This design comes from an exercise in tuning for small area, a short achievable clock period and few clock cycles per item on the open sky130 flow, not from production work.
The RTL was checked by simulation tests, not by an equivalence proof against the original design.
No activity file was given, so power comes from the tool's default toggle rates.

===== design.v =====
`default_nettype none
package ica_pkg;
    localparam int DIM          = 4;
    localparam int SAMPLE_WIDTH = 16;
    localparam int NORM_WIDTH   = 18;
    localparam logic [NORM_WIDTH-1:0] THRESHOLD = NORM_WIDTH'(32);
    localparam logic [2:0] IDLE   = 3'd0;
    localparam logic [2:0] LOAD   = 3'd1;
    localparam logic [2:0] DIFF   = 3'd2;
    localparam logic [2:0] NORM   = 3'd3;
    localparam logic [2:0] REPORT = 3'd4;
endpackage
`default_nettype wire
`default_nettype none
package cordic_pkg;
    localparam int CORDIC_WIDTH  = 22;
    localparam int CORDIC_STAGES = 16;
    localparam int GUARD_BITS    = 2;
    localparam int GAIN_WIDTH = 16;
    localparam logic [GAIN_WIDTH-1:0] GAIN_INV = 16'd39797;
endpackage
`default_nettype wire
`timescale 1ns/1ps
`default_nettype none
module ica_conv_top (
    input  logic        clk,
    input  logic        nreset,
    input  logic        start,
    input  logic [15:0] sample_in,
    input  logic        sample_valid,
    output logic        sample_ready,
    output logic        done,
    output logic [17:0] diff_norm,
    output logic        converged
);
    localparam logic [2:0] P_IDLE = 3'd0;
    localparam logic [2:0] P_S0   = 3'd1;   
    localparam logic [2:0] P_S1   = 3'd2;   
    localparam logic [2:0] P_ROT  = 3'd3;   
    localparam logic [2:0] P_M1   = 3'd4;   
    localparam logic [2:0] P_M2   = 3'd5;   
    localparam logic [2:0] P_DONE = 3'd6;
    logic [2:0]  phase, phase_n;
    logic [3:0]  s, s_n;           
    logic [1:0]  stp, stp_n;       
    logic [2:0]  ntaken, ntaken_n;
    logic        sv, sv_n;         
    logic        ready_q, ready_n;
    logic        done_q, done_n;
    logic [15:0] smp;              
    logic [15:0] p0, p1, p2, p3;   
    logic [19:0] x;                
    logic signed [19:0] y;
    logic        take;
    logic        consume;
    assign take = ready_q && sample_valid;
    logic signed [16:0] d;
    logic        neg;
    logic [19:0] xs;
    logic signed [19:0] ys;
    logic [19:0] x_rot;
    logic signed [19:0] y_rot;
    logic signed [19:0] lo;
    logic [17:0] run_new;
    assign d   = {smp[15], smp} - {p0[15], p0};
    assign neg = y[19];
    assign xs  = x >> s;
    assign ys  = y >>> s;
    assign x_rot = neg ? x - ys : x + ys;
    assign y_rot = neg ? y + signed'(xs) : y - signed'(xs);
    logic signed [25:0] m1_sum;
    assign m1_sum = signed'({6'b0, x}) + signed'({4'b0, x, 2'b0}) - signed'({2'b0, x, 4'b0});
    assign lo = m1_sum[24:5];
    logic signed [32:0] m2_sum;
    assign m2_sum = signed'({{13{y[19]}}, y})
                  + signed'({3'b0, x, 10'b0})
                  + signed'({5'b0, x, 8'b0})
                  - signed'({8'b0, x, 5'b0})
                  - signed'({11'b0, x, 2'b0})
                  + 33'sd4096;
    assign run_new = m2_sum[30:13];
    always_ff @(posedge clk) begin
        if (take) smp <= sample_in;
    end
    always_ff @(posedge clk) begin
        if (!nreset) begin
            p0 <= '0; p1 <= '0; p2 <= '0; p3 <= '0;
        end else if (consume) begin
            p0 <= p1; p1 <= p2; p2 <= p3; p3 <= smp;
        end
    end
    always_ff @(posedge clk) begin
        case (phase)
            P_S0: if (sv) begin
                x <= '0;
                y <= {{1{d[16]}}, d, 2'b0};
            end
            P_S1: if (sv) begin
                x <= x_rot;                  
                y <= {{1{d[16]}}, d, 2'b0};
            end
            P_ROT: begin
                x <= x_rot;
                y <= y_rot;
            end
            P_M1: y <= lo;
            P_M2: if (sv || stp == 2'd3) begin
                x <= {run_new, 2'b0};
                y <= {{1{d[16]}}, d, 2'b0};
            end
            default: ;
        endcase
    end
    always_comb begin
        phase_n  = phase;
        s_n      = s;
        stp_n    = stp;
        ntaken_n = ntaken + (take ? 3'd1 : 3'd0);
        done_n   = done_q;
        consume  = 1'b0;
        case (phase)
            P_IDLE: begin
                ntaken_n = '0;
                if (start) phase_n = P_S0;
            end
            P_S0: if (sv) begin
                consume = 1'b1;
                phase_n = P_S1;
            end
            P_S1: if (sv) begin
                consume = 1'b1;
                phase_n = P_ROT;
                s_n     = '0;
                stp_n   = 2'd1;
            end
            P_ROT: begin
                s_n = s + 4'd1;
                if (s == 4'd15) phase_n = P_M1;
            end
            P_M1: phase_n = P_M2;
            P_M2: begin
                if (stp == 2'd3) begin
                    phase_n = P_DONE;
                    done_n  = 1'b1;
                end else if (sv) begin
                    consume = 1'b1;
                    phase_n = P_ROT;
                    stp_n   = stp + 2'd1;
                end
            end
            P_DONE: if (!start) begin
                phase_n = P_IDLE;
                done_n  = 1'b0;
            end
            default: phase_n = P_IDLE;
        endcase
        sv_n = (sv && !consume) || take;
        ready_n = (phase_n != P_IDLE) && (phase_n != P_DONE) && (ntaken_n != 3'd4) &&
                  (!sv_n || phase_n == P_S0 || phase_n == P_S1 ||
                   (phase_n == P_M2 && stp_n != 2'd3));
    end
    always_ff @(posedge clk) begin
        if (!nreset) begin
            phase   <= P_IDLE;
            s       <= '0;
            stp     <= '0;
            ntaken  <= '0;
            sv      <= 1'b0;
            ready_q <= 1'b0;
            done_q  <= 1'b0;
        end else begin
            phase   <= phase_n;
            s       <= s_n;
            stp     <= stp_n;
            ntaken  <= ntaken_n;
            sv      <= sv_n;
            ready_q <= ready_n;
            done_q  <= done_n;
        end
    end
    assign sample_ready = ready_q;
    assign done         = done_q;
    assign diff_norm    = x[19:2];
    assign converged    = (x[19:2] <= 18'd32);
endmodule
`default_nettype wire

===== constraint.sdc =====
create_clock -name core_clock -period 9.0 [get_ports {clk}]
set_input_delay 1.8000 -clock core_clock [delete_from_list [all_inputs] [get_ports {clk}]]
set_output_delay 1.8000 -clock core_clock [all_outputs]
set_load 0.01 [all_outputs]

===== config.mk =====
export PLATFORM = sky130hd
export DESIGN_NAME = ica_conv_top
export DESIGN_NICKNAME = ica_conv_top
export VERILOG_FILES = /design/flow/design.v
export SDC_FILE = /design/flow/constraint.sdc
export NUM_CORES = 4
export LEC_CHECK = 0
export CAP_MARGIN = 20
export CORE_MARGIN = 2
export CORE_UTILIZATION = 60
export PLACE_DENSITY = 0.7
export SETUP_SLACK_MARGIN = 5
export SLEW_MARGIN = 20

===== run.sh =====
#!/bin/bash
# synth_recipe.tcl (not shown) runs the flow's synth.tcl, then flattens the netlist and writes it again
# the make line also repeats each setting of config.mk as NAME=value (left out here)
make -C /OpenROAD-flow-scripts/flow DESIGN_CONFIG=/design/flow/config.mk WORK_HOME=/design/flow/orfs CLKGATE_MAP_FILE= SYNTH_SCRIPT=/design/flow/synth_recipe.tcl finish

==> qor.txt, run 1 <==
Core footprint = 25,300 um^2
Port bufs = 40
DR WL/cell = 21.5 um
Max FO, Critical Path = 5
Routed vias = 14,881
PwrDens = 134 nW/um^2
Slowest CP cell = fa_1
Met2 usage = 58.6%
P_leak = 8.28 nW
Reg2Reg Depth = 18
First-pass DRT Iterations = 6
N_diodes = 0
Tightest Pin Transition = 1050 ps
Busiest layer in global routing = met2
Clock sink total = 135
First-pass GRT wire length = 76,100 um
# setup viols final = 0
Layout Skew = 20.5 ps
Starting density of the core = 61.4%
Sequential fraction of the synthesis area = 21.0%
Post-synthesis cell area = 15,600 um^2
Hold path depth = 2
Rel. slew slack = 29.9%
Reg-to-Reg Start = x[11]$_DFFE_PP_
Fin crit share = 51.8%
Ys flop type = dfxtp_1
Clk root buf = clkbuf_16
Reg2reg setup slack = 4340 ps
Initial antenna violation count = 0
Layout cells sized above 1 = 22.7%
Cell Rows = 58
GRT Overall Usage = 36.5%
Commonest non-fill, non-tap cell in the layout = nand2_1
CP endpoint kind = flop
Worst-skew pair later-pin latency = 450 ps
Drt total wl = 50,400 um
Warnings, synthesis = 1
GR Util met3 = 7.29%
Cell count after synthesis = 1,825
Syn Nets = 2,086
Req. time, crit path = 9160 ps
Pins Over Slew Limit = 0
Hold endpoint = p0[10]$_SDFFE_PN0P_
Total negative slack = 0 ps
MaxCap Viol Count = 0
Synth-to-Final Area Change = 25.3%
Critical path buffer and inverter count = 5
Die Y = 165 um
Most common cell on crit path = fa_1
CTS tree = done
# IOs = 41
Fmax = 214 MHz
Total grt overflow = 0
CTS Buf Count = 17
Bufs on Longest Clock Path = 2
Vias per Instance = 6.34
Max incr delay on CP = 500 ps
Cells along the critical path = buf_6, buf_6, fa_1, inv_1, fa_1, inv_1, fa_1, inv_2, ha_4, a21o_1, a21o_1, a22o_1, o21ai_2, nand4b_1, a211oi_2, o21ai_1, xnor2_1, o22ai_1
Avg Inst Size Synth = 8.53 um^2
M1 GR Usage = 46.9%
Unrepaired setup endpoints after global routing = true
EDFF count, synth = 56
FF+latch count, synth = 135
Crit-path leading delay family = adder cells
Netlist cell types = 88
Initial DRC Count = 1,440
Crit path DAT = 4830 ps
Nets = 2,267
Worst hold start = p1[10]$_SDFFE_PN0P_
DRC = 0
Most frequent cells in the layout = nand2_1 (216), inv_1 (209), buf_4 (158)
Class of the worst hold path = flop to flop
Synth async-reset ratio = 0%
Dpl hpwl = 31,700 um
# H-tree levels = 4
Die area = 27,200 um^2
Final min period = 4660 ps
Max VDD drop = 0.139 mV
Final Hold Fails = 0
Reg clk slew, reported paths = 80 ps
Antenna-violating nets left = 0
Fillers = 1,769
GP Congestion = 0.932
WHS = 460 ps
Crit Path Category = flop to flop
Worst reg2reg path endpoint = x[17]$_DFFE_PP_
Startpoint types = flop
Vias in the first global route = 14,050
Die W = 165 um
Largest net degree at the start of global routing = 80
Status = no timing/DRC/antenna violations
## synthesized netlist by cell type, types with 47 or more instances
library cell / count / area share, %
edfxtp_1: 56 / 11
xnor2_1: 47 / 2.6
fa_1: 72 / 9.3
ha_1: 169 / 14
a21oi_1: 97 / 3.1
xor2_1: 53 / 3.0
nor2_1: 87 / 2.1
inv_1: 228 / 5.5
a21boi_0: 68 / 3.3
nand2_1: 221 / 5.3
o21ai_0: 74 / 2.4
clkbuf_1: 52 / 1.3
dfxtp_1: 79 / 10
## report_power, final
part / internal [W] / switching, W
combinational: 0.000547 / 0.000668
clock: 0.000383 / 0.000346
sequential: 0.000656 / 0.0000190
## cells by family after synthesis
| kind of cell | share of synthesized area [%] |
|---|---|
| buffers and inverters | 7.60 |
| xor gates and xnor gates | 5.77 |
| and+or+nand+nor | 15.1 |
| adders and majority gates | 22.8 |
| muxes | 7.57 |
| DFF | 21.0 |
| AOI/OAI and AO/OA | 20.1 |
## layer usage
metal | up-vias | wire length, um
li1 | 6756 | -
met1 | 7154 | 20300
met2 | 774 | 22800
met3 | 197 | 4340
met4 | 0 | 2980
met5 | - | 0
## worst max-delay path by stage
stage	endpoint	cells past startpoint	from	slack, ps
2_1_floorplan	y[19]$_DFFE_PP_	17	x[12]$_DFFE_PP_	4650
3_3_place_gp	x[19]$_DFFE_PP_	20	s[1]$_SDFFE_PN0P_	3870
3_5_place_dp	x[19]$_DFFE_PP_	20	s[1]$_SDFFE_PN0P_	3830
4_1_cts	x[17]$_DFFE_PP_	21	s[1]$_SDFFE_PN0P_	4470
5_1_grt	x[19]$_DFFE_PP_	18	s[1]$_SDFFE_PN0P_	4200
6_report	x[17]$_DFFE_PP_	18	x[11]$_DFFE_PP_	4340
## layout make-up
type                            instances  area (um^2)  share of cell area [%]
Clock inverter                         14          133                   0.680
Tap cell                              330          413                    2.12
Clock buffer                           18          450                    2.31
Timing Repair Buffer                  234         2230                    11.4
Sequential cell                       135         3270                    16.8
Multi-Input combinational cell       1388        12100                    62.2
Inverter                              230          882                    4.52
## through the flow
stage	area (um^2)	instances	setup slack (ps)	utilization, %	total power [W]
after floorplan	15800	1825	4650	-	0.00137
final	19500	2349	4340	77.0	0.00262
after global routing	19500	2349	4200	77.0	0.00274
after detailed placement	16400	2139	3830	64.8	0.00160
after CTS	18800	2313	4470	74.4	0.00248
after global placement	16400	2139	3870	64.7	0.00158
## flip-flops by register name (all words and copies together) (netlist names)
name,count
x,20
sv,1
y,20
p2,16
stp,2
ready_q,1
done_q,1
p0,16
ntaken,3
p3,16
phase,3
smp,16
p1,16
s,4
## worst register-to-register path, cell delays in order, from the launching register on
cell and delay, ps:
edfxtp_1 420, buf_6 160, buf_6 130, fa_1 480
inv_1 60, fa_1 470, inv_1 50, fa_1 500
inv_2 50, ha_4 270, a21o_1 190, a21o_1 170
a22o_1 270, o21ai_2 220, nand4b_1 290, a211oi_2 260
o21ai_1 100, xnor2_1 180, o22ai_1 110
## timing repair
item / CTS / global route
gates cloned: 7 / 0
gates resized for setup: 144 / 87
hold buffers: 0 / 0
pin swaps: 83 / 72
setup endpoints to repair: 34 / 32
setup buffers: 135 / 36
Testbench counts, summed over its fixed seeds: cycles 31,216, runs 512.
==> run 2: changes to the inputs <==
--- a/config.mk
+++ b/config.mk
@@ -10,4 +10,3 @@
 export CORE_UTILIZATION = 60
 export PLACE_DENSITY = 0.7
-export SETUP_SLACK_MARGIN = 5
 export SLEW_MARGIN = 20
==> run 2 against run 1 <==
Compared with the run above: still clean on timing, DRC and antenna; cell count decreased by 7.4%; clock skew decreased by 3.8 ps; power is 13% lower; via count decreased by 10%; die area unchanged; synthesized area is the same; first-iteration DRC count shrank 31%.
==> qor.txt, run 2 <==
Sequential fraction of the synthesis area = 21.0% (unchanged)
Worst reg2reg path endpoint = x[18]$_DFFE_PP_
CTS Hold Bufs = 0 (unchanged)
Initial antenna violation count = 0 (unchanged)
GRT Overall Usage = 31.7% (-4.8 points)
DR WL/cell = 19.6 um (-8.7%)
Tot Pwr = 0.00228 W (-13%)
Synth-to-Final Area Change = 8.27%
Reg2Reg Depth = 19 (+1)
Synth area leaders = ha_1 (14%), edfxtp_1 (11%), dfxtp_1 (10%)
Post-synth top cells = inv_1 (228), nand2_1 (221), ha_1 (169)
Initial DRC Count = 999 (-31%)
Routed vias = 13,359 (-10%)
CP endpoint = x[18]$_DFFE_PP_
Worst-skew pair later-pin latency = 440 ps (about the same)
Crit path DAT = 5910 ps (+1080 ps)
FF+latch count, synth = 135 (unchanged)
CTS tree = done
Worst Setup SP = s[1]$_SDFFE_PN0P_
First-pass GRT wire length = 66,500 um (-13%)
P_leak = 7.15 nW (-14%)
Avg Inst Size Synth = 8.53 um^2 (unchanged)
Layout cells sized above 1 = 6.34% (-16 points)
PwrDens = 135 nW/um^2 (+0.51%)
Synth async-reset ratio = 0% (unchanged)
DRC = 0 (unchanged)
Pins Over Slew Limit = 0 (unchanged)
Nets = 2,094 (-7.6%)
Tightest Pin Transition = 1010 ps (-39.8 ps)
Bufs on Longest Clock Path = 2 (unchanged)
Top cell type's share of synthesized area = 13.6% (unchanged)
Netlist cell types = 88 (unchanged)
Reg2reg setup slack = 3240 ps (-1100 ps)
Worst hold start = p3[4]$_SDFFE_PN0P_
Unrepaired setup endpoints after global routing = false
Cell count after synthesis = 1,825 (unchanged)
GP Congestion = 0.942 (+1.2%)
Final Hold Fails = 0 (unchanged)
CP endpoint kind = flop
Area leader, netlist = ha_1
Critical path buffer and inverter count = 2 (-3)
# H-tree levels = 4 (unchanged)
Most frequent cells in the layout = inv_1 (228), nand2_1 (221), ha_1 (169)
Layout Skew = 16.7 ps (-3.79 ps)
Critical Path Stages = 19 (+1)
Req. time, crit path = 9140 ps (-20 ps)
Fin crit share = 64.0% (+12 points)
Reg-to-Reg Start = s[1]$_SDFFE_PN0P_
First-pass DRT Iterations = 6 (unchanged)
Warnings, synthesis = 1 (unchanged)
Post-CTS sizing = 0 (-100%)
Crit-path leading delay family = compound AO/OA/AOI/OAI gates
# IOs = 41 (unchanged)
Cells along the critical path = buf_4, mux4_2, and2_1, or3_1, and2_1, inv_1, ha_1, nor2_1, xnor2_1, ha_1, nor2b_1, o31ai_1, a21oi_1, o41ai_1, o21ai_0, a31oi_1, o21ai_0, o31ai_1, o22ai_1
Clock sink total = 135 (unchanged)
Drt total wl = 42,600 um (-15%)
Largest net degree at the start of global routing = 80 (unchanged)
Post-layout util = 66.5% (-10 points)
Die area = 27,200 um^2 (unchanged)
Port bufs = 40 (unchanged)
Ys flop type = dfxtp_1
Total negative slack = 0 ps (unchanged)
Class of the worst hold path = flop to flop
CTS Buf Count = 17 (unchanged)
Cell Rows = 58 (unchanged)
Startpoint types = flop
Syn Nets = 2,086 (unchanged)
Final min period = 5760 ps (+1100 ps)
Die W = 165 um (unchanged)
Rel. slew slack = 32.3% (+2.4 points)
N_diodes = 0 (unchanged)
Reg clk slew, reported paths = 70 ps (about the same)
Status = no timing/DRC/antenna violations
Top flop regs = x: 20 flops, y: 20 flops
Commonest non-fill, non-tap cell in the layout = inv_1
Max incr delay on CP = 840 ps (+340 ps)
# setup viols final = 0 (unchanged)
Antenna-violating nets left = 0 (unchanged)
Most frequent cell after synthesis = inv_1
Die Y = 165 um (unchanged)
Vias in the first global route = 12,503 (-11%)
Post-synthesis cell area = 15,600 um^2 (unchanged)
Max VDD drop = 0.115 mV (-17%)
Dpl hpwl = 32,600 um (+2.8%)
Slowest CP cell = dfxtp_2
MaxCap Viol Count = 0 (unchanged)
Clk root buf = clkbuf_16
Max FO, Critical Path = 37 (+32)
Total grt overflow = 0 (unchanged)
Fmax = 174 MHz (-19%)
Crit Path Category = flop to flop
Vias per Instance = 6.14 (-3.1%)
Starting density of the core = 61.4% (unchanged)
Core footprint = 25,300 um^2 (unchanged)
EDFF count, synth = 56 (unchanged)
# Post-CTS Setup Buffers = 0 (-100%)
-- run 2: logic make-up (layout without fill, tap and decap cells) --
| family | Yosys count | after routing | synth area share, % |
|---|---|---|---|
| adders and majority gates | 241 | 241 | 22.8 |
| buffers and inverters | 302 | 323 | 7.60 |
| DFF | 135 | 135 | 21.0 |
| muxes | 82 | 82 | 7.57 |
| and+or+nand+nor | 501 | 501 | 15.1 |
| AOI/OAI and AO/OA | 463 | 463 | 20.1 |
| xor gates and xnor gates | 101 | 101 | 5.77 |
-- run 2: area by class of cell --
type	count	area (um^2)
tap	330	413
timing repair buffer	61	556
inverter	230	863
clock inverter	15	178
sequential	135	3270
fill	2181	8480
multi-input combinational	1388	11100
clock buffer	17	425
-- run 2: through the flow --
step                setup slack, ps  std cells  area, um^2  hold slack, ps
detailed placement             3330       2144       16200             460
floorplan                      4140       1825       15600             441
global placement               3390       2144       16200             451
global route                   2850       2176       16800             471
finish                         3240       2176       16800             456
CTS                            3310       2176       16800             465
-- run 2: tightest hold or removal path, delay by kind of cell (launching register included) --
family,cells,cell delay (ps)
AOI/OAI and AO/OA,1,60
DFF,1,310
and+or+nand+nor,1,50
-- run 2: how the worst min path moves through the flow --
stage,end,depth (start not counted)
2_1_floorplan,p0[12]$_SDFFE_PN0P_,2
3_3_place_gp,p1[11]$_SDFFE_PN0P_,2
3_5_place_dp,p0[3]$_SDFFE_PN0P_,2
4_1_cts,p2[14]$_SDFFE_PN0P_,2
5_1_grt,p1[9]$_SDFFE_PN0P_,2
6_report,p2[4]$_SDFFE_PN0P_,2
-- run 2: power breakdown --
part | switching, W | internal, W | leakage, nW
registers | 0.0000284 | 0.000656 | 1.16
clock network | 0.000340 | 0.000399 | 0.290
logic | 0.000502 | 0.000349 | 5.70
total | 0.000871 | 0.00140 | 7.15
-- run 2: metal layers --
layer  global-route usage, %  part of all wire (%)  vias up
met5                       0                     0        -
met4                    11.8                   3.4        0
met3                    5.72                   7.6       98
met2                    53.3                    46      479
met1                    41.0                    43     6391
li1                        -                     -     6391
==> run 3: changes to the inputs <==
--- a/config.mk
+++ b/config.mk
@@ -8,5 +8,5 @@
 export CAP_MARGIN = 20
 export CORE_MARGIN = 2
-export CORE_UTILIZATION = 60
-export PLACE_DENSITY = 0.7
+export CORE_UTILIZATION = 40
+export PLACE_DENSITY = 0.6
 export SLEW_MARGIN = 20
==> run 3 against run 2 <==
Compared with the run above: sequential share of layout area is 0.21 points lower; first-iteration DRC count is 5.4% higher; synthesized cell count stayed put; clock-buffer cell count is 2 higher; critical path depth is 1 higher; core utilization is 22 points lower; global-route usage is 9.8 points lower.
==> qor.txt, run 3 <==
Commonest non-fill, non-tap cell in the layout = inv_1
Internal = 0.00140 W (-0.43%)
Core footprint = 38,600 um^2 (+52%)
MaxCap Viol Count = 0 (unchanged)
Largest family of logic cells by synthesized area = adder cells
Antenna-violating nets left = 0 (unchanged)
Post-synthesis mux area share = 7.57% (unchanged)
Fin crit share = 64.5% (+0.47 points)
Drt total wl = 43,500 um (+2.1%)
Warnings, synthesis = 1 (unchanged)
Post-CTS sizing = 0 (unchanged)
Place WS = 3210 ps (-115 ps)
Initial antenna violation count = 0 (unchanged)
Fin cells = 2,364 (+8.6%)
# IOs = 41 (unchanged)
Post-synthesis cell area = 15,600 um^2 (unchanged)
CTS Hold Bufs = 0 (unchanged)
# setup viols final = 0 (unchanged)
Nets = 2,094 (unchanged)
Synth-to-Final Area Change = 9.48%
Top cell type's share of synthesized area = 13.6% (unchanged)
Synth area leaders = ha_1 (14%), edfxtp_1 (11%), dfxtp_1 (10%)
Final Hold Fails = 0 (unchanged)
Worst Setup Slack, final = 3200 ps (-42.7 ps)
Combinational power share = 38.1% (+0.7 points)
WHS = 447 ps (-8.38 ps)
Max VDD drop = 0.134 mV (+17%)
Total negative slack = 0 ps (unchanged)
Cell count after synthesis = 1,825 (unchanged)
Total grt overflow = 0 (unchanged)
Class of the worst hold path = flop to flop
Rel. slew slack = 27.3% (-5.0 points)
Die Y = 201 um (+22%)
Vias in the first global route = 12,856 (+2.8%)
Net Switching = 0.000832 W (-4.5%)
Starting density of the core = 40.4% (-21 points)
FF+latch count, synth = 135 (unchanged)
Fillers = 3,916 (+80%)
Reg clk slew, reported paths = 70 ps (about the same)
EDFF count, synth = 56 (unchanged)
Crit Path Category = flop to flop
Final min period = 5800 ps (+42.7 ps)
Netlist cell types = 88 (unchanged)
Routed vias = 13,240 (-0.89%)
Unrepaired setup endpoints after global routing = false
Crit path DAT = 5960 ps (+50 ps)
N_diodes = 0 (unchanged)
First-pass DRT Iterations = 6 (unchanged)
Port bufs = 40 (unchanged)
Switching part of the total = 37.3% (-0.98 points)
Layout Skew = 14.4 ps (-2.26 ps)
DP Cell Count = 2,332 (+8.8%)
Clk root buf = clkbuf_16
Max FO, Critical Path = 32 (-14%)
Pins Over Slew Limit = 0 (unchanged)
First-pass GRT wire length = 70,600 um (+6.1%)
PwrDens = 131 nW/um^2 (-3.1%)
Vias per Instance = 5.60 (-8.8%)
Dpl hpwl = 32,800 um (+0.92%)
Area leader, netlist = ha_1
Sequential fraction of the synthesis area = 21.0% (unchanged)
Initial DRC Count = 1,053 (+5.4%)
Clock sink total = 135 (unchanged)
P_leak = 7.13 nW (-0.15%)
Post-Synth Adder-Cell Area = 22.8% (unchanged)
CP endpoint kind = flop
GP Congestion = 0.917 (-2.7%)
Die W = 201 um (+22%)
DR WL/cell = 18.4 um (-6.0%)
Req. time, crit path = 9150 ps (about the same)
Avg Inst Size Synth = 8.53 um^2 (unchanged)
Post-synth top cells = inv_1 (228), nand2_1 (221), ha_1 (169)
Worst-skew pair later-pin latency = 450 ps (about the same)
CTS tree = done
Synth Area in Compound Gates = 20.1% (unchanged)
Status = no timing/DRC/antenna violations
Clock Power Share = 31.2% (-1.3 points)
# Post-CTS Setup Buffers = 0 (unchanged)
Reg power frac = 30.7% (+0.6 points)
Post-Synth XOR/XNOR Area = 5.77% (unchanged)
Most frequent cell after synthesis = inv_1
Cell Rows = 72 (+24%)
Fmax = 172 MHz (-0.74%)
Ys flop type = dfxtp_1
Layout cells sized above 1 = 6.34% (unchanged)
Most frequent cells in the layout = inv_1 (228), nand2_1 (221), ha_1 (169)
Syn Nets = 2,086 (unchanged)
# H-tree levels = 4 (unchanged)
Die area = 40,500 um^2 (+49%)
Startpoint types = flop
Top flop regs = x: 20 flops, y: 20 flops
Synth async-reset ratio = 0% (unchanged)
Post-Synth Simple-Gate Area = 15.1% (unchanged)
GRT Overall Usage = 21.9% (-9.8 points)
Largest net degree at the start of global routing = 80 (unchanged)
Tightest Pin Transition = 1090 ps (+74.3 ps)
DRC = 0 (unchanged)
CTS Buf Count = 17 (unchanged)
Bufs on Longest Clock Path = 2 (unchanged)
Post-layout util = 44.2% (-22 points)
-- run 3: cells by family (layout without fill, tap and decap cells) --
| logic type | after synthesis | after routing |
|---|---|---|
| flops | 135 | 135 |
| fa+ha+maj | 241 | 241 |
| simple gates | 501 | 501 |
| mux | 82 | 82 |
| buf+inv | 302 | 323 |
| xor+xnor | 101 | 101 |
| compound gates | 463 | 463 |
-- run 3: power groups by stage --
stage / Sequential, W / Combinational, W / Clock, W
after global routing: 0.000687 / 0.000954 / 0.000736
after floorplan: 0.000687 / 0.000629 / 0
after CTS: 0.000685 / 0.000847 / 0.000706
final: 0.000686 / 0.000849 / 0.000695
after global placement: 0.000698 / 0.000828 / 0
after detailed placement: 0.000698 / 0.000839 / 0
-- run 3: worst paths after layout --
| check | slack, ps | from | end | depth (start not counted) |
|---|---|---|---|---|
| worst min-delay path | 450 | p1[0]$_SDFFE_PN0P_ | p0[0]$_SDFFE_PN0P_ | 2 |
| worst max-delay path | 3200 | s[1]$_SDFFE_PN0P_ | x[18]$_DFFE_PP_ | 20 |
| worst min register to register | 450 | p1[0]$_SDFFE_PN0P_ | p0[0]$_SDFFE_PN0P_ | 2 |
| worst max register to register | 3200 | s[1]$_SDFFE_PN0P_ | x[18]$_DFFE_PP_ | 20 |
-- run 3: layout make-up --
cell class / instances / area (um^2) / share of cell area [%]
multi-input cells: 1388 / 11100 / 65.4
clock inverters: 13 / 119 / 0.698
repair buffers: 61 / 553 / 3.25
inverters: 230 / 863 / 5.07
clock buffers: 19 / 443 / 2.60
flip-flops and latches: 135 / 3270 / 19.2
well taps: 518 / 648 / 3.80
-- run 3: layer usage --
metal | GRT usage [%] | vias up | share of wire [%]
met5 | 0 | - | 0
met4 | 7.33 | 0 | 2.8
met3 | 3.11 | 67 | 5.4
met2 | 35.7 | 396 | 46
met1 | 29.9 | 6382 | 46
li1 | - | 6395 | -
-- run 3: through the flow --
step | cell area [um^2] | total power [W]
finish | 17000 | 0.00223
global route | 17000 | 0.00238
CTS | 17000 | 0.00224
detailed placement | 16500 | 0.00154
global placement | 16500 | 0.00153
floorplan | 15600 | 0.00132
-- run 3: worst max-delay path, stage by stage (launching register included) --
cell,delay (ps)
dfxtp_2,790
buf_4,460
mux4_2,600
and2_1,200
or3_1,300
and2_1,170
inv_1,80
ha_1,190
and3b_1,220
a21oi_1,90
xor2_1,190
ha_1,350
and4_1,250
o21ai_0,80
a21oi_1,90
o41ai_1,550
o21ai_0,260
a31oi_1,320
o21ai_0,120
o31ai_1,70
o22ai_1,100

## port drivers added, routing unchanged
Ports are ideal in the flow. The routed layouts listed here were re-timed in OpenROAD. Step 1, drivers: a clkbuf_16 drives clk and a buf_2 each remaining input, both assumed. Step 2 also shifts input and output timing later by t, the mid clock arrival at the registers, as if the neighbouring blocks saw the same clock. Three values: ideal, step 1, step 2; two values: the first two.
run | t, ns | setup slack, ns | pins driven straight from the clock port
run 1 | 0.489 | 4.336 / 4.336 / 4.336 | 1
run 2 | 0.477 | 3.238 / 3.238 / 3.238 | 1
run 3 | 0.495 | 3.195 / 3.195 / 3.195 | 1
After both steps every run listed still meets setup and hold.
